Source: an optimization exercise on an open RTL-to-GDS flow (aim: small area and a short achievable clock period). Production flows keep margins and buffers that such runs may drop.
At most, simulation tests tie the RTL to the original design; equivalence was not proved.
Power is estimated from default activity; no workload was simulated.

Design zic_mmr_ctrl, start of the top module:
module zic_mmr_ctrl #(
	parameter int                 NUM_IRQ  = 48,
	parameter zic_pkg::zic_addr_t MMR_BASE = 16'h1000
)
(
	input  logic                zic_clk,
	input  logic                zic_rst,
	input  logic                wdt_reset_i,
	input  zic_pkg::zic_addr_t  zic_mmr_write_addr_i,
	input  zic_pkg::zic_data_t  zic_mmr_write_data_i,
	input  logic                zic_mmr_write_en_i,
	input  zic_pkg::zic_addr_t  zic_mmr_read_addr_i,
	input  logic                zic_mmr_read_en_i,
	input  logic [NUM_IRQ-1:0]  zic_int_pending_i,
	input  logic                zic_int_pending_valid_i,
	input  logic [NUM_IRQ-1:0]  zic_int_enable_i,
	input  logic                zic_int_enable_valid_i,
	output logic [NUM_IRQ-1:0]  zic_int_en_o,
	output zic_pkg::zic_data_t  zic_mmr_read_data_o,
	output logic                zic_mmr_read_valid_o
);
==> flow/config.mk <==
export PLATFORM = sky130hd
export DESIGN_NAME = zic_mmr_ctrl
export DESIGN_NICKNAME = zic_mmr_ctrl
export VERILOG_FILES = /design/flow/design.v
export SDC_FILE = /design/flow/constraint.sdc
export NUM_CORES = 4
export LEC_CHECK = 0
export CAP_MARGIN = 20
export CORE_MARGIN = 2
export CORE_UTILIZATION = 60
export PLACE_DENSITY = 0.75
export SETUP_SLACK_MARGIN = 2.6
export SLEW_MARGIN = 20
export SYNTH_HIERARCHICAL = 1
export TNS_END_PERCENT = 0
==> flow/constraint.sdc <==
create_clock -name core_clock -period 4.0 [get_ports {zic_clk}]
set_input_delay 0.8000 -clock core_clock [delete_from_list [all_inputs] [get_ports {zic_clk}]]
set_output_delay 0.8000 -clock core_clock [all_outputs]
set_load 0.01 [all_outputs]
standard.sh (not shown) runs the stock make flow with config.mk's settings and CLKGATE_MAP_FILE= SYNTH_SCRIPT=/design/flow/synth_recipe.tcl, a recipe that flattens the netlist after the stock synthesis.
==> flow/flow/run.sh <==
#!/bin/bash
# Standard ORFS layout (the standard.sh) with:
#  - small plain buffers on the ports instead of the delay cell that
#    buffer_ports picks by default;
#  - clock tree built from clkbuf_16 sink clusters, without dummy loads;
#  - combinational cells reset to drive strength 1 after floorplan
#    (downsize.tcl), so that timing repair sizes up only what it needs;
#  - buf_1 port buffers on the slack-rich hardware load vector inputs
#    (post_gp.tcl);
#  - one more worst-path setup repair after global routing (post_grt.tcl).
set -e
export BUFFER_PORTS_ARGS="-buffer_cell sky130_fd_sc_hd__buf_2"
export CTS_ARGS="-sink_clustering_enable -repair_clock_nets -dont_use_dummy_load -buf_list sky130_fd_sc_hd__clkbuf_16 -sink_clustering_size 25 -sink_clustering_max_diameter 80"
export POST_FLOORPLAN_TCL="$PWD/flow/downsize.tcl"
export POST_GLOBAL_PLACE_TCL="$PWD/flow/post_gp.tcl"
export POST_GLOBAL_ROUTE_TCL="$PWD/flow/post_grt.tcl"
bash standard.sh > standard.log 2>&1
Other scripts of this flow, unchanged in this note and not shown: flow/flow/downsize.tcl, flow/flow/post_gp.tcl, flow/flow/post_grt.tcl
Next try:
--- a/flow/design.v
+++ b/flow/design.v
@@ -172,27 +172,28 @@
 	assign y_o = !((a_i && b_i) || c_i);
 endmodule
 `timescale 1ns/100ps
 module zic_pend_en_bank (
 	input  logic zic_clk,
 	input  logic zic_rst,
 	input  logic set_n_i,
 	input  logic keep_n_i,
 	input  logic vld_i,
+	input  logic vld_n_i,
 	input  logic hw_i,
 	output logic q_o
 );
 	always_ff @(posedge zic_clk or negedge zic_rst)
 	begin
 		if (!zic_rst)
 			q_o <= 1'b0;
 		else
-			q_o <= !set_n_i || (!keep_n_i && (vld_i ? hw_i : q_o));
+			q_o <= !set_n_i || (!keep_n_i && ((vld_i && hw_i) || (vld_n_i && q_o)));
 	end
 endmodule
 `timescale 1ns/100ps
 module zic_level_bank #(
 	parameter logic RST_VAL = 1'b1
 )
 (
 	input  logic zic_clk,
 	input  logic zic_rst,
@@ -341,18 +342,21 @@
 		zic_mmr_dec_a21oi u_wsrc_n (
 			.a_i (wg1[j % 4]),
 			.b_i (wg2[j / 4]),
 			.c_i (wdt_reset_i),
 			.y_o (wsrc_n[j])
 		);
 	end
 	logic wdt_n;
 	assign wdt_n = !wdt_reset_i;
+	logic ip_vld_n, ie_vld_n;
+	assign ip_vld_n = !zic_int_pending_valid_i;
+	assign ie_vld_n = !zic_int_enable_valid_i;
 	logic sel_ctl, sel_ip, sel_ie, dw;
 	zic_mmr_dec_and2 u_sel_ctl (.a_i (wa[1]), .b_i (wa[0]), .y_o (sel_ctl));
 	zic_mmr_dec_nor2 u_sel_ip  (.a_i (wa[1]), .b_i (wa[0]), .y_o (sel_ip));
 	zic_mmr_dec_andn u_sel_ie  (.a_i (wa[0]), .b_n_i (wa[1]), .y_o (sel_ie));
 	zic_mmr_dec_andn u_dw      (.a_i (zic_mmr_write_data_i[0]), .b_n_i (wdt_reset_i), .y_o (dw));
 	logic [2:0] ctl_wr_ld, ctl_wr, ip_wr_n, ip_set, ie_wr_n, ie_set;
 	for (genvar k = 0; k < 3; k++)
 	begin : g_type
 		zic_mmr_dec_type u_type (
@@ -413,27 +417,29 @@
 				.q_o     (ctl_q[s*BW + b])
 			);
 		end
 		zic_pend_en_bank u_ip (
 			.zic_clk  (zic_clk),
 			.zic_rst  (zic_rst),
 			.set_n_i  (ip_set_n),
 			.keep_n_i (ip_keep_n),
 			.vld_i    (zic_int_pending_valid_i),
+			.vld_n_i  (ip_vld_n),
 			.hw_i     (zic_int_pending_i[s]),
 			.q_o      (ip_q[s])
 		);
 		zic_pend_en_bank u_ie (
 			.zic_clk  (zic_clk),
 			.zic_rst  (zic_rst),
 			.set_n_i  (ie_set_n),
 			.keep_n_i (ie_keep_n),
 			.vld_i    (zic_int_enable_valid_i),
+			.vld_n_i  (ie_vld_n),
 			.hw_i     (zic_int_enable_i[s]),
 			.q_o      (ie_q[s])
 		);
 	end
 	assign zic_int_en_o = ie_q;
 	logic [BW+1:0] rd_bit;
 	logic          rd_hit;
 	assign rd_hit = rd_blk && !(ra[7] && ra[6]);
 	for (genvar b = 0; b < BW + 2; b++)
Final cell count is about the same.
Non-clock buffer count came out higher by 4.
Worst setup slack degrades by 0.0051 ns.
Design area came out lower by 1.7%.
Sequential power barely changes.
Synthesized cell count hardly moves.
Sequential cell count does not change.
The RTL of the first run of this note was laid out without a check of its function.

========
zic_mmr_ctrl, a different RTL version from the one above (not shown whole).
For scale: ~1800 cells after synthesis, about 490 flip-flops.
==> module zic_mmr_ctrl, before the edit <==
module zic_mmr_ctrl #(
	parameter int                 NUM_IRQ  = 48,
	parameter zic_pkg::zic_addr_t MMR_BASE = 16'h1000
)
(
	input  logic                zic_clk,
	input  logic                zic_rst,
	input  logic                wdt_reset_i,
	input  zic_pkg::zic_addr_t  zic_mmr_write_addr_i,
	input  zic_pkg::zic_data_t  zic_mmr_write_data_i,
	input  logic                zic_mmr_write_en_i,
	input  zic_pkg::zic_addr_t  zic_mmr_read_addr_i,
	input  logic                zic_mmr_read_en_i,
	input  logic [NUM_IRQ-1:0]  zic_int_pending_i,
	input  logic                zic_int_pending_valid_i,
	input  logic [NUM_IRQ-1:0]  zic_int_enable_i,
	input  logic                zic_int_enable_valid_i,
	output logic [NUM_IRQ-1:0]  zic_int_en_o,
	output zic_pkg::zic_data_t  zic_mmr_read_data_o,
	output logic                zic_mmr_read_valid_o
);
	localparam int BW = zic_pkg::ZIC_BYTE_W;
	logic [15:0] wa, ra;
	assign wa = zic_mmr_write_addr_i;
	assign ra = zic_mmr_read_addr_i;
	logic wr_blk, rd_blk;
	assign wr_blk = zic_mmr_write_en_i && (wa[15:8] == MMR_BASE[15:8]);
	assign rd_blk = zic_mmr_read_en_i  && (ra[15:8] == MMR_BASE[15:8]);
	logic [3:0] wg1, wg2, rg1, rg2;
	logic [2:0] wg3, rg3;
	for (genvar i = 0; i < 4; i++)
	begin : g_pre
		assign wg1[i] = (wa[3:2] == i);
		assign wg2[i] = (wa[5:4] == i);
		assign rg1[i] = (ra[3:2] == i);
		assign rg2[i] = (ra[5:4] == i);
		if (i < 3)
		begin : g_top
			assign wg3[i] = (wa[7:6] == i);
			assign rg3[i] = (ra[7:6] == i);
		end
	end
	logic wdt, wdt_n;
	logic ctl_wr, ctl_wr_ld, ctl_wr_n, ip_wr_n, ip_set, ie_wr_n, ie_set;
	assign wdt      = wdt_reset_i;
	assign wdt_n    = !wdt_reset_i;
	assign ctl_wr   = wr_blk && (wa[1:0] == zic_pkg::ZIC_SEL_CTL);
	assign ctl_wr_ld = ctl_wr && !wdt_reset_i;
	assign ctl_wr_n = !ctl_wr;
	assign ip_wr_n  = !(wr_blk && wa[1:0] == zic_pkg::ZIC_SEL_IP);
	assign ip_set   = !ip_wr_n && zic_mmr_write_data_i[0] && !wdt_reset_i;
	assign ie_wr_n  = !(wr_blk && wa[1:0] == zic_pkg::ZIC_SEL_IE);
	assign ie_set   = !ie_wr_n && zic_mmr_write_data_i[0] && !wdt_reset_i;
	logic [NUM_IRQ-1:0]    ip_q, ie_q, rd_src;
	logic [NUM_IRQ*BW-1:0] ctl_q;
	for (genvar s = 0; s < NUM_IRQ; s++)
	begin : g_src
		localparam logic [BW-1:0] RST_VAL = zic_pkg::zic_ctl_reset_value(s);
		logic src, src_n;
		logic ctl_ld, ctl_hold, ip_set_n, ip_keep_n, ie_set_n, ie_keep_n;
		zic_mmr_dec_src u_wsrc (
			.a_i   (wg1[s % 4]),
			.b_i   (wg2[(s / 4) % 4]),
			.c_i   (wg3[s / 16]),
			.src_o (src)
		);
		zic_mmr_dec_src_n u_wsrc_n (
			.a_i     (wg1[s % 4]),
			.b_i     (wg2[(s / 4) % 4]),
			.c_i     (wg3[s / 16]),
			.src_n_o (src_n)
		);
		zic_mmr_dec_src u_rsrc (
			.a_i   (rg1[s % 4]),
			.b_i   (rg2[(s / 4) % 4]),
			.c_i   (rg3[s / 16]),
			.src_o (rd_src[s])
		);
		zic_mmr_decode u_dec (
			.src_i       (src),
			.src_n_i     (src_n),
			.wdt_n_i     (wdt_n),
			.ctl_ld_i    (ctl_wr_ld),
			.ctl_wr_n_i  (ctl_wr_n),
			.ip_set_i    (ip_set),
			.ip_wr_n_i   (ip_wr_n),
			.ie_set_i    (ie_set),
			.ie_wr_n_i   (ie_wr_n),
			.ctl_ld_o    (ctl_ld),
			.ctl_hold_o  (ctl_hold),
			.ip_set_n_o  (ip_set_n),
			.ip_keep_n_o (ip_keep_n),
			.ie_set_n_o  (ie_set_n),
			.ie_keep_n_o (ie_keep_n)
		);
		for (genvar b = 0; b < BW; b++)
		begin : g_ctl
			zic_level_bank #(
				.RST_VAL (RST_VAL[b])
			) u_bit (
				.zic_clk (zic_clk),
				.zic_rst (zic_rst),
				.ld_i    (ctl_ld),
				.hold_i  (ctl_hold),
				.d_i     (zic_mmr_write_data_i[b]),
				.q_o     (ctl_q[s*BW + b])
			);
		end
		zic_pend_en_bank u_ip (
			.zic_clk  (zic_clk),
			.zic_rst  (zic_rst),
			.set_n_i  (ip_set_n),
			.keep_n_i (ip_keep_n),
			.vld_i    (zic_int_pending_valid_i),
			.hw_i     (zic_int_pending_i[s]),
			.q_o      (ip_q[s])
		);
		zic_pend_en_bank u_ie (
			.zic_clk  (zic_clk),
			.zic_rst  (zic_rst),
			.set_n_i  (ie_set_n),
			.keep_n_i (ie_keep_n),
			.vld_i    (zic_int_enable_valid_i),
			.hw_i     (zic_int_enable_i[s]),
			.q_o      (ie_q[s])
		);
	end
	assign zic_int_en_o = ie_q;
	logic [BW+1:0] rd_bit;
	logic          rd_hit;
	assign rd_hit = rd_blk && !(ra[7] && ra[6]);
	for (genvar b = 0; b < BW + 2; b++)
	begin : g_rd
		logic [NUM_IRQ-1:0] col;
		for (genvar s = 0; s < NUM_IRQ; s++)
		begin : g_col
			if (b < BW)
				assign col[s] = ctl_q[s*BW + b];
			else if (b == BW)
				assign col[s] = ie_q[s];
			else
				assign col[s] = ip_q[s];
		end
		zic_mmr_readback #(
			.NUM_IRQ (NUM_IRQ)
		) u_rd (
			.sel_i   (rd_src),
			.d_i     (col),
			.blk_n_i (!rd_blk),
			.q_o     (rd_bit[b])
		);
	end
	logic          valid_q;
	logic          hit_q;
	logic [BW+1:0] rd_q;
	always_ff @(posedge zic_clk or negedge zic_rst)
	begin
		if (!zic_rst)
			valid_q <= 1'b0;
		else
			valid_q <= zic_mmr_read_en_i;
	end
	always_ff @(posedge zic_clk)
	begin
		hit_q <= rd_hit;
		rd_q  <= rd_bit;
	end
	assign zic_mmr_read_valid_o = valid_q;
	assign zic_mmr_read_data_o  = {rd_q[BW-1:0], {2{hit_q}}, 6'd0, 7'd0, rd_q[BW], 7'd0, rd_q[BW+1]};
endmodule
==> flow/config.mk <==
export PLATFORM = sky130hd
export DESIGN_NAME = zic_mmr_ctrl
export DESIGN_NICKNAME = zic_mmr_ctrl
export VERILOG_FILES = /design/flow/design.v
export SDC_FILE = /design/flow/constraint.sdc
export NUM_CORES = 4
export LEC_CHECK = 0
export CAP_MARGIN = 20
export CORE_MARGIN = 2
export CORE_UTILIZATION = 60
export PLACE_DENSITY = 0.75
export SETUP_SLACK_MARGIN = 2.2
export SLEW_MARGIN = 20
export SYNTH_HIERARCHICAL = 1
export TNS_END_PERCENT = 0
==> flow/constraint.sdc <==
create_clock -name core_clock -period 4.0 [get_ports {zic_clk}]
set_input_delay 0.8000 -clock core_clock [delete_from_list [all_inputs] [get_ports {zic_clk}]]
set_output_delay 0.8000 -clock core_clock [all_outputs]
set_load 0.01 [all_outputs]
==> flow/flow/run.sh <==
#!/bin/bash
# Standard ORFS layout (the standard.sh) with:
#  - small plain buffers on the ports instead of the delay cell that
#    buffer_ports picks by default;
#  - clock tree built from clkbuf_16 sink clusters, without dummy loads.
set -e
export BUFFER_PORTS_ARGS="-buffer_cell sky130_fd_sc_hd__buf_2"
export CTS_ARGS="-sink_clustering_enable -repair_clock_nets -dont_use_dummy_load -buf_list sky130_fd_sc_hd__clkbuf_16 -sink_clustering_size 25 -sink_clustering_max_diameter 80"
bash standard.sh > standard.log 2>&1
Edit:
--- a/flow/design.v
+++ b/flow/design.v
@@ -87,10 +87,46 @@
 	input  logic c_i,
 	output logic src_n_o
 );
 	assign src_n_o = !(a_i && b_i && c_i);
 endmodule
+module zic_mmr_dec_blk (
+	input  logic [7:0] hi_i,    
+	input  logic       en_i,
+	output logic       blk_o
+);
+	logic u, v, w, p, q;
+	zic_mmr_dec_nor2 u_u (.a_i (hi_i[7]), .b_i (hi_i[6]), .y_o (u));
+	zic_mmr_dec_nor2 u_v (.a_i (hi_i[5]), .b_i (hi_i[3]), .y_o (v));
+	zic_mmr_dec_nor2 u_w (.a_i (hi_i[2]), .b_i (hi_i[1]), .y_o (w));
+	zic_mmr_dec_nand2 u_p (.a_i (hi_i[4]), .b_i (en_i), .y_o (p));
+	zic_mmr_dec_nor2 u_q (.a_i (hi_i[0]), .b_i (p), .y_o (q));
+	zic_mmr_dec_and4 u_blk (.a_i (u), .b_i (v), .c_i (w), .d_i (q), .y_o (blk_o));
+endmodule
+module zic_mmr_dec_nor2 (
+	input  logic a_i,
+	input  logic b_i,
+	output logic y_o
+);
+	assign y_o = !(a_i || b_i);
+endmodule
+module zic_mmr_dec_nand2 (
+	input  logic a_i,
+	input  logic b_i,
+	output logic y_o
+);
+	assign y_o = !(a_i && b_i);
+endmodule
+module zic_mmr_dec_and4 (
+	input  logic a_i,
+	input  logic b_i,
+	input  logic c_i,
+	input  logic d_i,
+	output logic y_o
+);
+	assign y_o = a_i && b_i && c_i && d_i;
+endmodule
 `timescale 1ns/100ps
 module zic_pend_en_bank (
 	input  logic zic_clk,
 	input  logic zic_rst,
 	input  logic set_n_i,
@@ -220,12 +256,20 @@
 	localparam int BW = zic_pkg::ZIC_BYTE_W;
 	logic [15:0] wa, ra;
 	assign wa = zic_mmr_write_addr_i;
 	assign ra = zic_mmr_read_addr_i;
 	logic wr_blk, rd_blk;
-	assign wr_blk = zic_mmr_write_en_i && (wa[15:8] == MMR_BASE[15:8]);
-	assign rd_blk = zic_mmr_read_en_i  && (ra[15:8] == MMR_BASE[15:8]);
+	zic_mmr_dec_blk u_wr_blk (
+		.hi_i  (wa[15:8]),
+		.en_i  (zic_mmr_write_en_i),
+		.blk_o (wr_blk)
+	);
+	zic_mmr_dec_blk u_rd_blk (
+		.hi_i  (ra[15:8]),
+		.en_i  (zic_mmr_read_en_i),
+		.blk_o (rd_blk)
+	);
 	logic [3:0] wg1, wg2, rg1, rg2;
 	logic [2:0] wg3, rg3;
 	for (genvar i = 0; i < 4; i++)
 	begin : g_pre
 		assign wg1[i] = (wa[3:2] == i);
- hold slack improves by 0.064 ns
- clock-buffer cell count rises by 1
- sequential cell count stays the same
- final area hardly moves
- sequential share of layout area is about the same
- utilization stays flat
- power rises by 0.69%
- sequential power hardly moves
- via count hardly moves
- fmax rises by 1.2%
- combinational power is about the same
- register-to-register slack improves by 0.03 ns
- routed wire length falls by 1.6%
No functional check of the RTL was part of any run of this note.

static timing again, ports no longer ideal:
No port has a modelled driver above. Below, the same layouts with a new extraction and two added sets of constraints.
Step 1 (the two cells are an assumption about what drives the block):
set clk [get_ports {zic_clk}]
set_driving_cell -lib_cell sky130_fd_sc_hd__clkbuf_16 $clk
set_driving_cell -lib_cell sky130_fd_sc_hd__buf_2 [delete_from_list [all_inputs] $clk]
Step 2 moves the port delays by t, midway between the first and last clock arrival at a register: inputs arrive t later, outputs are due t later. That takes back most of the time a late clock gives input paths.
Three values: ideal, step 1, step 2; two values: the first two.
run | t, ns | slack for setup (ns) | worst setup path at the end | worst slew at a driven data input, ns | cell pins on the clock port's net
the first run of note 1 | 0.619 | 1.989 / 1.957 / 1.382 | input to register | 0.06 | 1
the second run of note 1 | 0.618 | 1.984 / 1.938 / 1.404 | input to register | 0.05 | 1
the first run of note 2 | 0.615 | 1.599 / 1.602 / 0.987 | input to register | 0.09 | 1
the second run of note 2 | 0.627 | 1.627 / 1.602 / 0.975 | input to register | 0.11 | 1
After both steps setup and hold are still met in every run listed. For the second run of note 2, which loses most, drivers alone change the setup slack by -0.025 ns; drivers and shift together by -0.652 ns.
